This design comes from an exercise in tuning for small area on the open sky130 flow, not from production work. In this exercise RTL edits were held to simulation tests only and were not proved equivalent to the original. Power is estimated from default activity; no workload was simulated.

Setup of run A:
## decomp_unit
module decomp_unit (
  input  wire logic                  clk,
  input  wire logic                  arst_n,
  input  wire logic                  cfg_load,
  input  wire logic [CFG_W-1:0]      cfg,
  input  wire logic                  in_valid,
  input  wire logic                  in_last,
  input  wire logic [COEFF_W-1:0]    coeff,
  output logic                       out_valid,
  output logic                       out_last,
  output logic      [BUNDLE_W-1:0]   out,
  output logic                       cfg_busy,
  output logic                       cfg_reject
);
Size in the first run: roughly 1200 cells after synthesis, ~340 flip-flops, about 12000 um2 of cells after synthesis.
Settings: LEC_CHECK=0, CAP_MARGIN=20, CORE_MARGIN=2, CORE_UTILIZATION=62, GPL_TIMING_DRIVEN=0, SETUP_SLACK_MARGIN=0.05, SLEW_MARGIN=20; clock period 4.0 ns.
standard.sh (not shown) runs the stock make flow with config.mk's settings and CLKGATE_MAP_FILE= SYNTH_SCRIPT=/design/flow/synth_recipe.tcl, a recipe that flattens the netlist after the stock synthesis.
==> flow/flow/run.sh <==
#!/bin/bash
# Own layout flow: the standard synthesis and ORFS flow, with three changes:
#  - ports are buffered with sky130_fd_sc_hd__buf_1 instead of the delay buffer
#    buffer_ports picks by default,
#  - CTS uses clkbuf_8 with larger sink clusters and inserts no dummy clock loads,
#  - constant-0 output ports share tie cells in small groups of neighbouring pins
#    (flow/share_ties.tcl, run before global placement).
# Each tool's output goes to a log of its own in this folder; ORFS keeps its
# per-step logs under orfs/logs.
set -euo pipefail
here=$(pwd)
export PRE_GLOBAL_PLACE_TCL="$here/flow/share_ties.tcl"
export TIE_GROUP=${TIE_GROUP:-20}
export BUFFER_PORTS_ARGS="-buffer_cell sky130_fd_sc_hd__buf_1"
export CTS_ARGS="-sink_clustering_enable -repair_clock_nets -dont_use_dummy_load -buf_list sky130_fd_sc_hd__clkbuf_8 -sink_clustering_size 20 -sink_clustering_max_diameter 45"
bash standard.sh synth > "$here/synth.log" 2>&1
bash standard.sh > "$here/layout.log" 2>&1
==> flow/flow/share_ties.tcl <==
# Let neighbouring constant-0 output ports share one tie cell.
# Each such port is driven by a tie of its own after floorplan (through the
# buffer that synthesis put in front of each port); the buffers are removed
# first, as global placement would do anyway, then the ports are sorted along
# the die edge and each run of TIE_GROUP ports keeps only its first tie.
remove_buffers
set block [ord::get_db_block]
set die [$block getDieArea]
set W [$die dx]
set H [$die dy]
set cands {}
foreach inst [$block getInsts] {
  if {[[$inst getMaster] getName] ne "sky130_fd_sc_hd__conb_1"} { continue }
  set lo [$inst findITerm LO]
  set hi [$inst findITerm HI]
  if {$lo eq "NULL" || [$lo getNet] eq "NULL"} { continue }
  if {$hi ne "NULL" && [$hi getNet] ne "NULL"} { continue }
  set net [$lo getNet]
  set bts [$net getBTerms]
  if {[llength $bts] != 1 || [llength [$net getITerms]] != 1} { continue }
  set bt [lindex $bts 0]
  if {[$bt getIoType] ne "OUTPUT"} { continue }
  set bb [$bt getBBox]
  set x [expr {([$bb xMin] + [$bb xMax]) / 2}]
  set y [expr {([$bb yMin] + [$bb yMax]) / 2}]
  # position along the die edge, counter-clockwise from the lower left corner
  if {$y <= 0 + 2000} {
    set p $x
  } elseif {$x >= $W - 2000} {
    set p [expr {$W + $y}]
  } elseif {$y >= $H - 2000} {
    set p [expr {$W + $H + ($W - $x)}]
  } else {
    set p [expr {2 * $W + $H + ($H - $y)}]
  }
  lappend cands [list $p $inst $net $bt]
}
set cands [lsort -real -index 0 $cands]
set k 0
set keep ""
set shared 0
foreach c $cands {
  lassign $c p inst net bt
  if {$k % $::env(TIE_GROUP) == 0} {
    set keep $net
  } else {
    $bt disconnect
    $bt connect $keep
    odb::dbInst_destroy $inst
    odb::dbNet_destroy $net
    incr shared
  }
  incr k
}
puts "share_ties: [llength $cands] constant ports, $shared ties removed"
Run A: all stages complete, timing, DRC and antenna checks passed
The following lists how run B was set up differently from run A:
--- a/flow/flow/run.sh
+++ b/flow/flow/run.sh
@@ -11,5 +11,5 @@
 here=$(pwd)
 export PRE_GLOBAL_PLACE_TCL="$here/flow/share_ties.tcl"
-export TIE_GROUP=${TIE_GROUP:-20}
+export TIE_GROUP=${TIE_GROUP:-6}
 export BUFFER_PORTS_ARGS="-buffer_cell sky130_fd_sc_hd__buf_1"
 export CTS_ARGS="-sink_clustering_enable -repair_clock_nets -dont_use_dummy_load -buf_list sky130_fd_sc_hd__clkbuf_8 -sink_clustering_size 20 -sink_clustering_max_diameter 45"
--- a/flow/flow/share_ties.tcl
+++ b/flow/flow/share_ties.tcl
@@ -1,7 +1,8 @@
 # Let neighbouring constant-0 output ports share one tie cell.
 # Each such port is driven by a tie of its own after floorplan (through the
-# buffer that synthesis put in front of each port); the buffers are removed
-# first, as global placement would do anyway, then the ports are sorted along
-# the die edge and each run of TIE_GROUP ports keeps only its first tie.
+# buffer that synthesis put in front of each port). All buffers are removed
+# first (placement repair rebuilds what timing needs), then the ports are
+# sorted along the die edge and each run of TIE_GROUP ports keeps only its
+# first tie.
 remove_buffers
 set block [ord::get_db_block]
--- a/flow/config.mk
+++ b/flow/config.mk
@@ -10,4 +10,4 @@
 export CORE_UTILIZATION = 62
 export GPL_TIMING_DRIVEN = 0
-export SETUP_SLACK_MARGIN = 0.05
+export SETUP_SLACK_MARGIN = 0.0
 export SLEW_MARGIN = 20
==> comparison <==
- Run A completed; timing, DRC and antenna clean
- STATUS run=run B STAGES=ALL_DONE FINAL_CHECKS=FAILED CAUSE=setup timing
- Between run A and run B, total negative setup slack is higher for run A, run B comes in under that.
- Share of cell area taken by multi-input logic gates for run B: 0.36 points up relative to run A
- Comparing run A and run B, the higher power was measured on run A.
--- input diff run B..run C ---
--- a/flow/config.mk
+++ b/flow/config.mk
@@ -8,6 +8,7 @@
 export CAP_MARGIN = 20
 export CORE_MARGIN = 2
-export CORE_UTILIZATION = 62
+export CORE_UTILIZATION = 58
 export GPL_TIMING_DRIVEN = 0
-export SETUP_SLACK_MARGIN = 0.0
+export PLACE_DENSITY = 0.7
+export SETUP_SLACK_MARGIN = 0.05
 export SLEW_MARGIN = 20
[summary]
Looking at clock tree buffer count of the final layout, run C sits 13% higher than run B does.
Run C — number of global-route vias before repair about 1% lower, run B as reference
met1 layer wirelength in the final routing went up by a few percent going from run B to run C.
Having completed the whole flow, run C delivered a layout that passed the timing, design-rule and antenna checks.
From run B to run C the numbers moved as follows: portion of the clock cycle consumed by the worst path in the final layout has decreased; count of buffers not belonging to the clock network in the layout has increased; design area has increased.
Run C vs run B — routability congestion estimate dropped slightly
in -> reg as the class of the tightest hold or removal check was reported by run C, and reg -> reg by run B.
From run B to run C the numbers moved as follows: final total power increased 1.7%; final core area utilization decreased 3.9 points; switching share of power increased 0.20 points.
For run D, these inputs were changed with respect to run C:
--- a/flow/flow/run.sh
+++ b/flow/flow/run.sh
@@ -13,5 +13,5 @@
 export TIE_GROUP=${TIE_GROUP:-6}
 export BUFFER_PORTS_ARGS="-buffer_cell sky130_fd_sc_hd__buf_1"
-export CTS_ARGS="-sink_clustering_enable -repair_clock_nets -dont_use_dummy_load -buf_list sky130_fd_sc_hd__clkbuf_8 -sink_clustering_size 20 -sink_clustering_max_diameter 45"
+export CTS_ARGS="-sink_clustering_enable -repair_clock_nets -dont_use_dummy_load -buf_list sky130_fd_sc_hd__clkbuf_8 -sink_clustering_size 24 -sink_clustering_max_diameter 40"
 bash standard.sh synth > "$here/synth.log" 2>&1
 bash standard.sh > "$here/layout.log" 2>&1
--- a/flow/config.mk
+++ b/flow/config.mk
@@ -8,7 +8,6 @@
 export CAP_MARGIN = 20
 export CORE_MARGIN = 2
-export CORE_UTILIZATION = 58
+export CORE_UTILIZATION = 62
 export GPL_TIMING_DRIVEN = 0
-export PLACE_DENSITY = 0.7
 export SETUP_SLACK_MARGIN = 0.05
 export SLEW_MARGIN = 20
==> comparison <==
- Run D ran to completion and came out clean on the timing, design-rule and antenna checks.
- Diff run C -> run D | total area of multi-input combinational cells | down slightly
- Lower critical path buffer and inverter count was reported by run D, not run C.
- Total met2 wirelength after detailed routing was higher in run C than in run D.
--- input diff run D..run E ---
--- a/flow/flow/run.sh
+++ b/flow/flow/run.sh
@@ -11,7 +11,7 @@
 here=$(pwd)
 export PRE_GLOBAL_PLACE_TCL="$here/flow/share_ties.tcl"
-export TIE_GROUP=${TIE_GROUP:-6}
+export TIE_GROUP=${TIE_GROUP:-12}
 export BUFFER_PORTS_ARGS="-buffer_cell sky130_fd_sc_hd__buf_1"
-export CTS_ARGS="-sink_clustering_enable -repair_clock_nets -dont_use_dummy_load -buf_list sky130_fd_sc_hd__clkbuf_8 -sink_clustering_size 24 -sink_clustering_max_diameter 40"
+export CTS_ARGS="-sink_clustering_enable -repair_clock_nets -dont_use_dummy_load -buf_list sky130_fd_sc_hd__clkbuf_4 -sink_clustering_size 10 -sink_clustering_max_diameter 30"
 bash standard.sh synth > "$here/synth.log" 2>&1
 bash standard.sh > "$here/layout.log" 2>&1
--- a/flow/flow/share_ties.tcl
+++ b/flow/flow/share_ties.tcl
@@ -1,8 +1,7 @@
 # Let neighbouring constant-0 output ports share one tie cell.
 # Each such port is driven by a tie of its own after floorplan (through the
-# buffer that synthesis put in front of each port). All buffers are removed
-# first (placement repair rebuilds what timing needs), then the ports are
-# sorted along the die edge and each run of TIE_GROUP ports keeps only its
-# first tie.
+# buffer that synthesis put in front of each port); the buffers are removed
+# first, as global placement would do anyway, then the ports are sorted along
+# the die edge and each run of TIE_GROUP ports keeps only its first tie.
 remove_buffers
 set block [ord::get_db_block]
--- a/flow/config.mk
+++ b/flow/config.mk
@@ -8,5 +8,5 @@
 export CAP_MARGIN = 20
 export CORE_MARGIN = 2
-export CORE_UTILIZATION = 62
+export CORE_UTILIZATION = 55
 export GPL_TIMING_DRIVEN = 0
 export SETUP_SLACK_MARGIN = 0.05
## What came out
Compared with run D, run E shows a final core utilization that is 7.1 points lower. Looking at wire length, run E sits below run D. Switching power total: run E worse than run D. Note that the die area recorded for run E amounts to 1.12 times the value seen in run D. Run E against run D: part of the power in combinational logic climbed 0.2 points; global-route wire length before repair climbed about 3%; sequential cell area share barely changed; achievable frequency barely changed. Looking at routing layer with the top usage in global route, the met1 result is from run E; the met2 one comes from run D. Looking at source of the critical timing path, the u_ctrl.tm1_q[1] result is from run D; the u_ctrl.tm1_q[3] one comes from run E.
Here is what was changed in the inputs of run F compared with run E.
--- a/flow/flow/run.sh
+++ b/flow/flow/run.sh
@@ -11,7 +11,7 @@
 here=$(pwd)
 export PRE_GLOBAL_PLACE_TCL="$here/flow/share_ties.tcl"
-export TIE_GROUP=${TIE_GROUP:-12}
+export TIE_GROUP=${TIE_GROUP:-6}
 export BUFFER_PORTS_ARGS="-buffer_cell sky130_fd_sc_hd__buf_1"
-export CTS_ARGS="-sink_clustering_enable -repair_clock_nets -dont_use_dummy_load -buf_list sky130_fd_sc_hd__clkbuf_4 -sink_clustering_size 10 -sink_clustering_max_diameter 30"
+export CTS_ARGS="-sink_clustering_enable -repair_clock_nets -dont_use_dummy_load -buf_list sky130_fd_sc_hd__clkbuf_8 -sink_clustering_size 20 -sink_clustering_max_diameter 45"
 bash standard.sh synth > "$here/synth.log" 2>&1
 bash standard.sh > "$here/layout.log" 2>&1
--- a/flow/flow/share_ties.tcl
+++ b/flow/flow/share_ties.tcl
@@ -1,7 +1,8 @@
 # Let neighbouring constant-0 output ports share one tie cell.
 # Each such port is driven by a tie of its own after floorplan (through the
-# buffer that synthesis put in front of each port); the buffers are removed
-# first, as global placement would do anyway, then the ports are sorted along
-# the die edge and each run of TIE_GROUP ports keeps only its first tie.
+# buffer that synthesis put in front of each port). All buffers are removed
+# first (placement repair rebuilds what timing needs), then the ports are
+# sorted along the die edge and each run of TIE_GROUP ports keeps only its
+# first tie.
 remove_buffers
 set block [ord::get_db_block]
--- a/flow/config.mk
+++ b/flow/config.mk
@@ -8,5 +8,5 @@
 export CAP_MARGIN = 20
 export CORE_MARGIN = 2
-export CORE_UTILIZATION = 55
+export CORE_UTILIZATION = 62
 export GPL_TIMING_DRIVEN = 0
 export SETUP_SLACK_MARGIN = 0.05
Sort run E and run F by detail-routed via count per cell desc -> top: run F. Run F can be clocked slower than run E. Going from run E to run F, final area decreased about 0.6%; number of instances in the synthesized netlist essentially unchanged; layout cell share with drive strength beyond 1 decreased 2.6 points; wire length on met3 decreased about 6%.

[re-timing with driven ports]
The results above use ideal ports. As a check the final layouts listed here were re-extracted and re-timed, cells and wires unchanged. Step 1, drivers: a clkbuf_16 drives clk and a buf_2 each remaining input, both assumed. Step 2, shift: input delay + t, output delay - t, t = (earliest + latest rising clock arrival at the registers) / 2. This alone moves slack from input paths to output paths. Three values: no drivers, after step 1, after step 2; two values: the first two.
run	t (ns)	setup WS [ns]	hold WS [ns]	worst data-port slew with drivers (ns)	cell pins on the clock port's net
run A	0.560	0.151 / 0.118 / 0.678	0.295 / 0.295 / 0.295	0.07	1
run B	0.559	-0.051 / -0.082 / 0.477	0.262 / 0.262 / 0.262	0.06	1
run C	0.594	0.078 / 0.035 / 0.629	0.277 / 0.261 / 0.289	0.06	1
run D	0.581	0.130 / 0.098 / 0.679	0.259 / 0.259 / 0.259	0.07	1
run E	0.653	0.133 / 0.103 / 0.756	0.221 / 0.215 / 0.267	0.09	1
run F	0.561	0.072 / 0.040 / 0.601	0.259 / 0.259 / 0.259	0.06	1
